This design comes from an exercise in tuning for small area, a short achievable clock period and few clock cycles per item on the open sky130 flow, not from production work.
Only simulation tests tie the RTL to the original design; equivalence was not proved.

==> config.mk <==
export PLATFORM = sky130hd
export DESIGN_NAME = pwd_processor
export DESIGN_NICKNAME = pwd_processor
export VERILOG_FILES = /design/flow/design.v
export SDC_FILE = /design/flow/constraint.sdc
export NUM_CORES = 4
export LEC_CHECK = 0
export ABC_AREA = 1
export CAP_MARGIN = 20
export CORE_MARGIN = 2
export CORE_UTILIZATION = 40
export CTS_BUF_LIST = sky130_fd_sc_hd__clkbuf_8
export SLEW_MARGIN = 20
==> constraint.sdc <==
create_clock -name core_clock -period 18.0 [get_ports {clk}]
set_input_delay 3.6000 -clock core_clock [delete_from_list [all_inputs] [get_ports {clk}]]
set_output_delay 3.6000 -clock core_clock [all_outputs]
set_load 0.01 [all_outputs]
==> design.v <==
`default_nettype none
module pwd_processor (
    input  logic       clk,
    input  logic       rst_n,
    input  logic       in_valid,
    input  logic [8:0] in_data,
    output logic       busy,
    output logic       out_valid,
    output logic [8:0] out_data
);
    logic       vreg;
    logic [8:0] x;
    always_ff @(posedge clk or negedge rst_n) begin
        if (!rst_n) vreg <= 1'b0;
        else        vreg <= in_valid & ~busy;
    end
    always_ff @(posedge clk) x <= in_data;
    logic [8:0] d [4];       
    logic [2:0] m;           
    logic [2:0] r;           
    logic       done_col;    
    logic [8:0] dmin, dmax;    
    logic [8:0] h;           
    logic       cin;         
    logic       even;        
    logic       fresh;       
    logic [2:0] cnt;
    logic       pend, load, pop, ins;
    logic [2:0] rs;
    assign cnt  = m - r;
    assign pend = done_col | (~vreg & (cnt != 3'd0));
    assign pop  = (r != 3'd0);
    assign load = pend & (r[2:1] == 2'b00);
    assign ins  = vreg;
    assign rs   = load ? m : r;
    function automatic [11:0] radd(input [10:0] a, input [10:0] b, input ci);
        reg cc;
        integer k;
        begin
            cc = ci;
            for (k = 0; k < 11; k = k + 1) begin
                radd[k] = a[k] ^ b[k] ^ cc;
                cc = (a[k] & b[k]) | (cc & (a[k] | b[k]));
            end
            radd[11] = cc;
        end
    endfunction
    function automatic sgt(input [8:0] a, input [8:0] b);
        reg r;
        integer k;
        begin
            r = 1'b0;
            for (k = 0; k < 8; k = k + 1)
                r = (a[k] & ~b[k]) | ((a[k] | ~b[k]) & r);
            sgt = (b[8] & ~a[8]) | ((b[8] | ~a[8]) & r);
        end
    endfunction
    function automatic [8:0] decode_r(input [8:0] w);
        reg [3:0] hh, ll;
        reg [11:0] t;
        begin
            hh = w[7:4] ^ {4{w[8]}};
            ll = w[3:0] ^ {4{w[8]}};
            t  = radd({4'b0, hh, 3'b000}, {6'b0, hh, 1'b0}, 1'b0);
            t  = radd(t[10:0], {7'b0, ll}, 1'b0);
            t  = radd(t[10:0], w[8] ? 11'd380 : 11'd479, 1'b0);
            decode_r = t[8:0];
        end
    endfunction
    function automatic [8:0] decode_f(input [8:0] w);
        reg [8:0] tb;
        reg [31:0] oh;
        reg [11:0] t;
        begin
            oh = 32'd1 << {w[8], w[7:4]};
            tb[0] = |(oh & 32'h0000ffff);
            tb[1] = |(oh & 32'h55555555);
            tb[2] = |(oh & 32'hcccc9999);
            tb[3] = |(oh & 32'h96964b4b);
            tb[4] = |(oh & 32'hb24d926d);
            tb[5] = |(oh & 32'h8e3ce38e);
            tb[6] = |(oh & 32'h81fcfc0f);
            tb[7] = |(oh & 32'h7ffc000f);
            tb[8] = |(oh & 32'hfffc000f);
            decode_f = tb + {5'b0, w[3:0] ^ {4{w[8]}}};
        end
    endfunction
    function automatic [8:0] decode(input [8:0] w);
        reg [3:0] hh, ll;
        reg [11:0] t;
        begin
            hh = w[7:4] ^ {4{w[8]}};
            ll = w[3:0] ^ {4{w[8]}};
            t  = {1'b0, hh, 3'b000} + {3'b0, hh, 1'b0} + {5'b0, ll} + (w[8] ? 9'd380 : 9'd479);
            decode = t[8:0];
        end
    endfunction
    logic [8:0] dx;
    assign dx = decode_f(x);
    logic [4:0] g, hpos;
    always_comb begin
        for (int i = 0; i < 4; i++)
            g[i] = (3'(i) >= rs) && (3'(i) < m) && sgt(x, d[i]);
        g[4] = 1'b0;
        for (int i = 0; i < 5; i++)
            hpos[i] = g[i] | (3'(i) == m);
    end
    logic [8:0] pre [5];
    always_comb begin
        for (int i = 0; i < 5; i++) begin
            if (ins && i > 0 && g[i-1])
                pre[i] = d[i-1];
            else if (ins && hpos[i])
                pre[i] = x;
            else
                pre[i] = (i < 4) ? d[i] : x;
        end
    end
    always_ff @(posedge clk) begin
        for (int i = 0; i < 4; i++)
            d[i] <= pop ? pre[i+1] : pre[i];
    end
    logic first_word;
    assign first_word = (rs == m);
    logic [8:0] lo_raw, hi_raw;
    logic [8:0] sa, sb;
    logic [11:0] sr;
    logic [9:0] sum;
    always_comb begin
        lo_raw = d[m[1:0] - 2'd1];
        hi_raw = r[0] ? d[1] : d[0];
        sa  = cnt[0] ? hi_raw : dmax;
        sb  = cnt[0] ? lo_raw : dmin;
        sr  = {2'b0, {sa[8], sa} + {sb[8], sb}};
        sum = sr[9:0];
    end
    always_ff @(posedge clk or negedge rst_n) begin
        if (!rst_n) begin
            m        <= '0;
            r        <= '0;
            done_col <= 1'b0;
        end else begin
            m        <= m + 3'(ins) - 3'(pop);
            r        <= load ? cnt : r - 3'(pop);
            done_col <= pend & ~load;
        end
    end
    always_ff @(posedge clk) begin
        if (ins) begin
            if (first_word || sgt(dmin, dx)) dmin <= dx;
            if (first_word || sgt(dx, dmax)) dmax <= dx;
        end
        if (load) begin
            h    <= sum[9:1];
            cin  <= ~(sum[9] & sum[0]);
            even <= ~cnt[0];
        end
        fresh <= load;    
    end
    logic [2:0] r_next;
    assign r_next = load ? cnt : r - 3'(pop);
    always_ff @(posedge clk or negedge rst_n) begin
        if (!rst_n) busy <= 1'b0;
        else        busy <= ((vreg & ~in_valid) | busy) & (r_next >= 3'd3);
    end
    logic       c_valid, c_first;
    logic [8:0] c_reg;
    logic [8:0] v;
    assign v = even ? decode_r(d[0]) : d[0];
    logic [11:0] cres;
    assign cres = {3'b0, v + ~h + 9'(cin)};
    always_ff @(posedge clk or negedge rst_n) begin
        if (!rst_n) c_valid <= 1'b0;
        else        c_valid <= pop;
    end
    always_ff @(posedge clk) begin
        c_reg   <= cres[8:0];
        c_first <= fresh;
    end
    logic [8:0]  sq;
    logic        sk;
    logic [8:0]  cp;
    logic [10:0] b;
    assign cp = {~c_reg[8], c_reg[7:0]};
    assign b  = {{1'b0, sq} + {2'b0, cp[8:1]} + {9'b0, sk}, cp[0]};
    function automatic [1:0] madd(input [1:0] p, input [1:0] q);
        madd = (p == 2'd0) ? q :
               (q == 2'd0) ? p :
               (p == q) ? ((p == 2'd1) ? 2'd2 : 2'd1) : 2'd0;
    endfunction
    logic [1:0] e [6];
    logic [1:0] rr [7];
    logic [1:0] e54, e32, e10;
    logic [11:0] qd;
    always_comb begin
        for (int k = 0; k < 6; k++) begin
            logic [1:0] dg;
            dg = (k == 5) ? {1'b0, b[10]} : b[2*k +: 2];
            e[k] = (dg == 2'd3) ? 2'd0 : dg;
        end
        e54   = madd(e[5], e[4]);
        e32   = madd(e[3], e[2]);
        e10   = madd(e[1], e[0]);
        rr[6] = 2'd0;
        rr[5] = e[5];
        rr[4] = e54;
        rr[3] = madd(e54, e[3]);
        rr[2] = madd(e54, e32);
        rr[1] = madd(rr[2], e[1]);
        rr[0] = madd(rr[2], e10);
        for (int k = 0; k < 6; k++) begin
            logic [1:0] dg;
            dg = (k == 5) ? {1'b0, b[10]} : b[2*k +: 2];
            case ({rr[k+1], dg})
                4'b00_00, 4'b00_01, 4'b00_10: qd[2*k +: 2] = 2'd0;
                4'b00_11, 4'b01_00, 4'b01_01: qd[2*k +: 2] = 2'd1;
                4'b01_10, 4'b01_11, 4'b10_00: qd[2*k +: 2] = 2'd2;
                default:                      qd[2*k +: 2] = 2'd3;
            endcase
        end
    end
    logic corr;
    assign corr = ~(b[10] | (b[9] & b[8])) & (rr[0] != 2'd0);
    always_ff @(posedge clk) begin
        if (c_first) begin
            sq <= cp;
            sk <= 1'b0;
        end else begin
            sq <= qd[8:0];
            sk <= corr;
        end
    end
    logic       s_valid;
    logic [8:0] st;
    assign st = sq + {8'b0, sk};
    always_ff @(posedge clk or negedge rst_n) begin
        if (!rst_n) begin
            s_valid   <= 1'b0;
            out_valid <= 1'b0;
        end else begin
            s_valid   <= c_valid;
            out_valid <= s_valid;
        end
    end
    always_ff @(posedge clk) begin
        out_data <= {~st[8], st[7:0]};
    end
endmodule
`default_nettype wire
==> flow/run.sh <==
#!/bin/bash
# The standard layout, with the port buffers inserted at placement made
# buf_2 cells instead of the default pick. Every tool's output goes to a log
# file in this folder.
set -euo pipefail
bash standard.sh "BUFFER_PORTS_ARGS=-buffer_cell sky130_fd_sc_hd__buf_2" finish > standard_run.log 2>&1
==> standard.sh <==
#!/bin/bash
# synth_recipe.tcl (not shown) runs the flow's synth.tcl, then flattens the netlist and writes it again
# the make line also repeats each setting of config.mk as NAME=value (left out here)
make -C /OpenROAD-flow-scripts/flow DESIGN_CONFIG=/design/flow/config.mk WORK_HOME=/design/flow/orfs CLKGATE_MAP_FILE= SYNTH_SCRIPT=/design/flow/synth_recipe.tcl "${@:-finish}"
==> impl_metrics.ini, run 1 <==
[status]
status = complete, no violations

[detailed_routing]
viasPerCell = 5.185
wl_mm = 22.76
via_count = 8120
drtIter0Drc = 630
detail_route.wl_per_cell_um = 14.53
antenna_left = 0
firstDrtPassIters = 5
drcViolationCount = 0

[synthesis]
synth_top_area_cell = edfxtp_1
netlist_area_um2 = 9047
yosysMostFrequentCell = nand2_1
syn-mean-instance-area_um2 = 7.152
synth_area_leaders = edfxtp_1 (16%), dfxtp_1 (13%), nand2_1 (13%)
yosysWarnings = 6
syn_inst = 1265
synth_common_cells = nand2_1 (304), inv_1 (166), nand3_1 (156), nor2_1 (87), ha_1 (69)
ys_seq_area_share_pct = 31.53
synthFlopType = dfxtp_1
yosys_register_bits = 116
syn-num-nets = 1358
synth_edf_count = 47
yosys.cell_types.count = 52
synth_top_area_share_pct = 15.60
ys_async_sr_fraction_pct = 10.34

[worst_setup_path]
criticalPathCategory = reg2out
worstPathBufferInverterCount = 1
worstPathCellList = buf_2
path_delay_family = flip-flops
slowest_delay_ns = 0.40
startpoint_type = flip-flop
crit_fanout = 3
cp.arrival_ns = 1.00
crit_path_end_kind = output port
cpMaxStageDelayCell = dfrtp_1
crit_required_ns = 14.40

[timing]
setup_slack_ns = 13.40
rsz0062_at_grt = false
setup-violations-final = 0
finalClockSkew_ns = 0.02229
drv_slew = 0
fmax_ghz = 0.2176
min_period_ns = 4.596
max_slew_margin_pct = 45.01
worst_slew_pin_slew_ns = 0.8249
holdWs_ns = 0.3354
final_hold_viol_count = 0
setup_tns_ns = 0
fin_crit_sh_pct = 25.54

[finish]
top_register = d
drive_gt1_share_pct = 7.728
num_antenna_cells = 0
area_growth_pct = 8.021
largest_reg_flops = 36
nets = 1361
final_core_util_pct = 43.56

[floorplanning]
coreArea_um2 = 22430
dieHeight_um = 154.4
die_area_um2 = 23840
fp.dieW_um = 154.4
initial_utilization_pct = 40.33
std_cell_rows = 55
io_pins = 23

[cts]
clk_latency_ns = 0.46
clk_pin_slew_worst_paths_ns = 0.09
cts_buffer_depth = 2
cts_buffers = 17
cts_setup_buffers = 0
root_buffer = clkbuf_8
clock-sinks = 116
htree_num_levels = 4
cts_tree = yes
cts_resized = 0
cts_hold_buf = 0

[global_routing]
overflow = 0
grt_max_degree = 43
grt_pass1_vias = 7722
grt_util_all_layers_pct = 19.68
grt_pass1_wl_mm = 37.69
antenna_found_initial = 0

[placed_design]
gp_congestion = 0.8625
io_buffers = 22
dp_hpwl_mm = 17.73
pre_cts_ws_ns = 13.47

[hold_path]
min_path_type = reg2reg

[job]
maxCapViolCount = 0
## layout make-up
cell class	count	area, um2
Inverter	176	663.1
Clock inverter	15	195.2
Sequential cell	116	2853
Tap cell	285	356.6
Timing Repair Buffer	24	125.1
Clock buffer	17	234.0
Fill cell	2284	12660
Multi-Input combinational cell	933	5346
## metal layers
layer  vias to the layer above  wire length [um]  GRT usage [%]
li1                       4206                 -              -
met1                      3651              9960          23.53
met2                       223             11160          35.75
met3                        40              1015          3.334
met4                         0               618          6.746
met5                         -                 0              0
## final timing paths
check	cells past startpoint	slack, ns	startpoint	end
worst max-delay path	1	13.40	busy$_DFF_PN0_	busy
worst min-delay path	0	0.34	fresh$_DFF_P_	c_first$_DFF_P_
worst max register to register	14	13.50	d[0][8]$_DFFE_PP_	c_reg[8]$_DFF_P_
worst min register to register	0	0.34	fresh$_DFF_P_	c_first$_DFF_P_
max in group asynchronous	1	14.77	rst_n	m[0]$_DFF_PN0_
min in group asynchronous	1	3.00	rst_n	out_valid$_DFF_PN0_
## placed cells by master (no fill, tap or decap), types with 4 or more instances in the layout
cell / synthesis / layout
a211oi_1: 6 / 6
a21oi_1: 64 / 64
a31oi_1: 12 / 12
buf_2: 10 / 22
clkbuf_8: 0 / 17
dfrtp_1: 12 / 12
dfxtp_1: 57 / 57
edfxtp_1: 47 / 47
fa_1: 12 / 12
ha_1: 69 / 69
inv_1: 166 / 166
inv_2: 5 / 6
inv_6: 0 / 6
nand2_1: 304 / 304
nand2_2: 15 / 15
nand3_1: 156 / 156
nand3_2: 7 / 7
nand4_1: 13 / 13
nor2_1: 87 / 87
nor3_1: 4 / 4
o211ai_1: 5 / 5
o21ai_0: 55 / 55
o21ai_1: 5 / 5
o21bai_1: 8 / 8
o22ai_1: 26 / 26
o31ai_1: 4 / 4
or2_2: 4 / 4
xnor2_1: 15 / 15
xor2_1: 33 / 33
## metrics by stage
step | std cells | instance area [um2]
final | 1566 | 9773
after global routing | 1566 | 9773
after CTS | 1566 | 9773
after detailed placement | 1534 | 9344
after global placement | 1534 | 9344
after floorplan | 1265 | 9047
## cells by family (layout without fill, tap and decap cells)
logic type,after synthesis,count (layout),share of synthesized area [%]
AND/OR/NAND/NOR,598,598,28.78
XOR/XNOR,48,48,4.647
AO/OA/AOI/OAI,205,205,13.36
adder cells (fa/ha/maj),82,82,12.31
buffers and inverters,216,232,9.376
flip-flops,116,116,31.53
Testbench counts, summed over its fixed seeds: cycles 8,555, bursts 2,400.
==> inputs of run 2 (changes only) <==
--- a/config.mk
+++ b/config.mk
@@ -9,5 +9,5 @@
 export CAP_MARGIN = 20
 export CORE_MARGIN = 2
 export CORE_UTILIZATION = 40
-export CTS_BUF_LIST = sky130_fd_sc_hd__clkbuf_8
+export CTS_CLUSTER_SIZE = 40
 export SLEW_MARGIN = 20
==> run 2 against run 1 <==
Die area unchanged. Design area up 1.9%. Register-to-register slack lost 0.02 ns. Still clean on timing, DRC and antenna. Worst hold slack got worse by 0.0016 ns. Synthesized cell count unchanged. Worst setup slack gained 0.032 ns.
==> impl_metrics.ini, run 2 <==
[status]
status = complete, no violations

[synthesis]
synth_edf_count = 47
ys_seq_area_share_pct = 31.53
netlist_area_um2 = 9047
yosysWarnings = 6
ys_async_sr_fraction_pct = 10.34
yosys.cell_types.count = 52
synth_area_leaders = edfxtp_1 (16%), dfxtp_1 (13%), nand2_1 (13%)
yosysMostFrequentCell = nand2_1
syn-mean-instance-area_um2 = 7.152
synth_common_cells = nand2_1 (304), inv_1 (166), nand3_1 (156), nor2_1 (87), ha_1 (69)
syn_inst = 1265
yosys_register_bits = 116
synth_top_area_share_pct = 15.60
syn-num-nets = 1358
synth_top_area_cell = edfxtp_1
synthFlopType = dfxtp_1

[finish]
final_common_cell = nand2_1
area_growth_pct = 10.08
fill_cells = 2260
largest_reg_flops = 36
fin_cells = 1566
final_core_util_pct = 44.39
nets = 1361
stdcell_area_um2 = 9960
layout_common_cells = nand2_1 (304), inv_1 (166), nand3_1 (156), nor2_1 (87), ha_1 (69)
drive_gt1_share_pct = 7.728
top_register = d
num_antenna_cells = 0

[cts]
cts_buffers = 17
clock-sinks = 116
cts_tree = yes
cts_hold_buf = 0
cts_buffer_depth = 2
clk_pin_slew_worst_paths_ns = 0.06
cts_resized = 0
htree_num_levels = 4
cts_setup_buffers = 0
root_buffer = clkbuf_16
clk_latency_ns = 0.44

[global_routing]
grt_pass1_wl_mm = 37.94
grt_pass1_vias = 7725
grt_max_degree = 43
overflow = 0
antenna_found_initial = 0
grt_util_all_layers_pct = 19.89

[hold_path]
min_path_type = reg2reg

[timing]
fmax_ghz = 0.2191
fin_crit_sh_pct = 25.36
setup_slack_ns = 13.44
setup-violations-final = 0
holdWs_ns = 0.3338
worst_slew_pin_slew_ns = 0.8308
drv_slew = 0
finalClockSkew_ns = 0.01315
setup_tns_ns = 0
final_hold_viol_count = 0
rsz0062_at_grt = false
max_slew_margin_pct = 44.46
min_period_ns = 4.564

[floorplanning]
coreArea_um2 = 22430
fp.dieW_um = 154.4
die_area_um2 = 23840
dieHeight_um = 154.4
initial_utilization_pct = 40.33
std_cell_rows = 55
io_pins = 23

[worst_setup_path]
rrSetupSlack_ns = 13.48
cpMaxStageDelayCell = dfrtp_1
worstPathCellList = buf_2
worstPathBufferInverterCount = 1
crit_path_end_kind = output port
criticalPathCategory = reg2out
crit_required_ns = 14.40
crit_fanout = 3
slowest_delay_ns = 0.39
startpoint_type = flip-flop
cp.arrival_ns = 0.96
path_delay_family = flip-flops

[detailed_routing]
detail_route.wl_per_cell_um = 14.75
wl_mm = 23.10
drtIter0Drc = 655
antenna_left = 0
via_count = 8159
drcViolationCount = 0
firstDrtPassIters = 6
viasPerCell = 5.210

[placed_design]
gp_congestion = 0.8625
post_dp_cell_area_um2 = 9344
dp_hpwl_mm = 17.73
pre_cts_ws_ns = 13.47
io_buffers = 22
dp.cells = 1534

[job]
maxCapViolCount = 0
[run 2: cell counts after synthesis]
No cell type changed its count.
[run 2: cell families after synthesis]
| kind of cell | Yosys count | share of synthesized area (%) |
|---|---|---|
| AND/OR/NAND/NOR | 598 | 28.78 |
| buffers and inverters | 216 | 9.376 |
| AO/OA/AOI/OAI | 205 | 13.36 |
| flip-flops | 116 | 31.53 |
| adder cells (fa/ha/maj) | 82 | 12.31 |
| XOR/XNOR | 48 | 4.647 |
[run 2: metal layers]
| metal | vias up | part of all wire (%) | global-route usage, % |
|---|---|---|---|
| li1 | 4214 | - | - |
| met1 | 3686 | 44 | 23.79 |
| met2 | 221 | 49 | 35.83 |
| met3 | 38 | 4.7 | 3.755 |
| met4 | 0 | 2.4 | 6.746 |
| met5 | - | 0 | 0 |
[run 2: worst paths after layout]
kind | startpoint | endpoint | cells after the start
max | busy$_DFF_PN0_ | busy | 1
min | fresh$_DFF_P_ | c_first$_DFF_P_ | 0
max reg2reg | d[0][8]$_DFFE_PP_ | c_reg[8]$_DFF_P_ | 14
min reg2reg | fresh$_DFF_P_ | c_first$_DFF_P_ | 0
max in group asynchronous | rst_n | m[0]$_DFF_PN0_ | 1
min in group asynchronous | rst_n | out_valid$_DFF_PN0_ | 1
[run 2: layout make-up]
| class | count | area (um2) | area share, % |
|---|---|---|---|
| well taps | 285 | 356.6 | 3.580 |
| clock inverters | 14 | 165.2 | 1.658 |
| clock buffers | 18 | 450.4 | 4.523 |
| inverters | 176 | 663.1 | 6.658 |
| multi-input cells | 933 | 5346 | 53.68 |
| flip-flops and latches | 116 | 2853 | 28.64 |
| repair buffers | 24 | 125.1 | 1.256 |

afterwards: timing with drivers on the ports:
Ports are ideal in the flow. The routed layouts listed here were re-timed in OpenROAD.
Step 1 (the two cells are an assumption about what drives the block):
set clk [get_ports {clk}]
set_driving_cell -lib_cell sky130_fd_sc_hd__clkbuf_16 $clk
set_driving_cell -lib_cell sky130_fd_sc_hd__buf_2 [delete_from_list [all_inputs] $clk]
Step 2 also shifts input and output timing later by t, the mid clock arrival at the registers, as if the neighbouring blocks saw the same clock.
a / b / c = ideal / step 1 / step 2; a / b = the first two.
| run | t (ns) | setup slack, ns | worst setup path after step 2 | cell pins on the clock port's net |
|---|---|---|---|---|
| run 1 | 0.496 | 13.404 / 13.360 / 13.504 | register to register | 1 |
| run 2 | 0.479 | 13.436 / 13.387 / 13.476 | register to register | 1 |
After both steps every run listed still meets setup and hold.
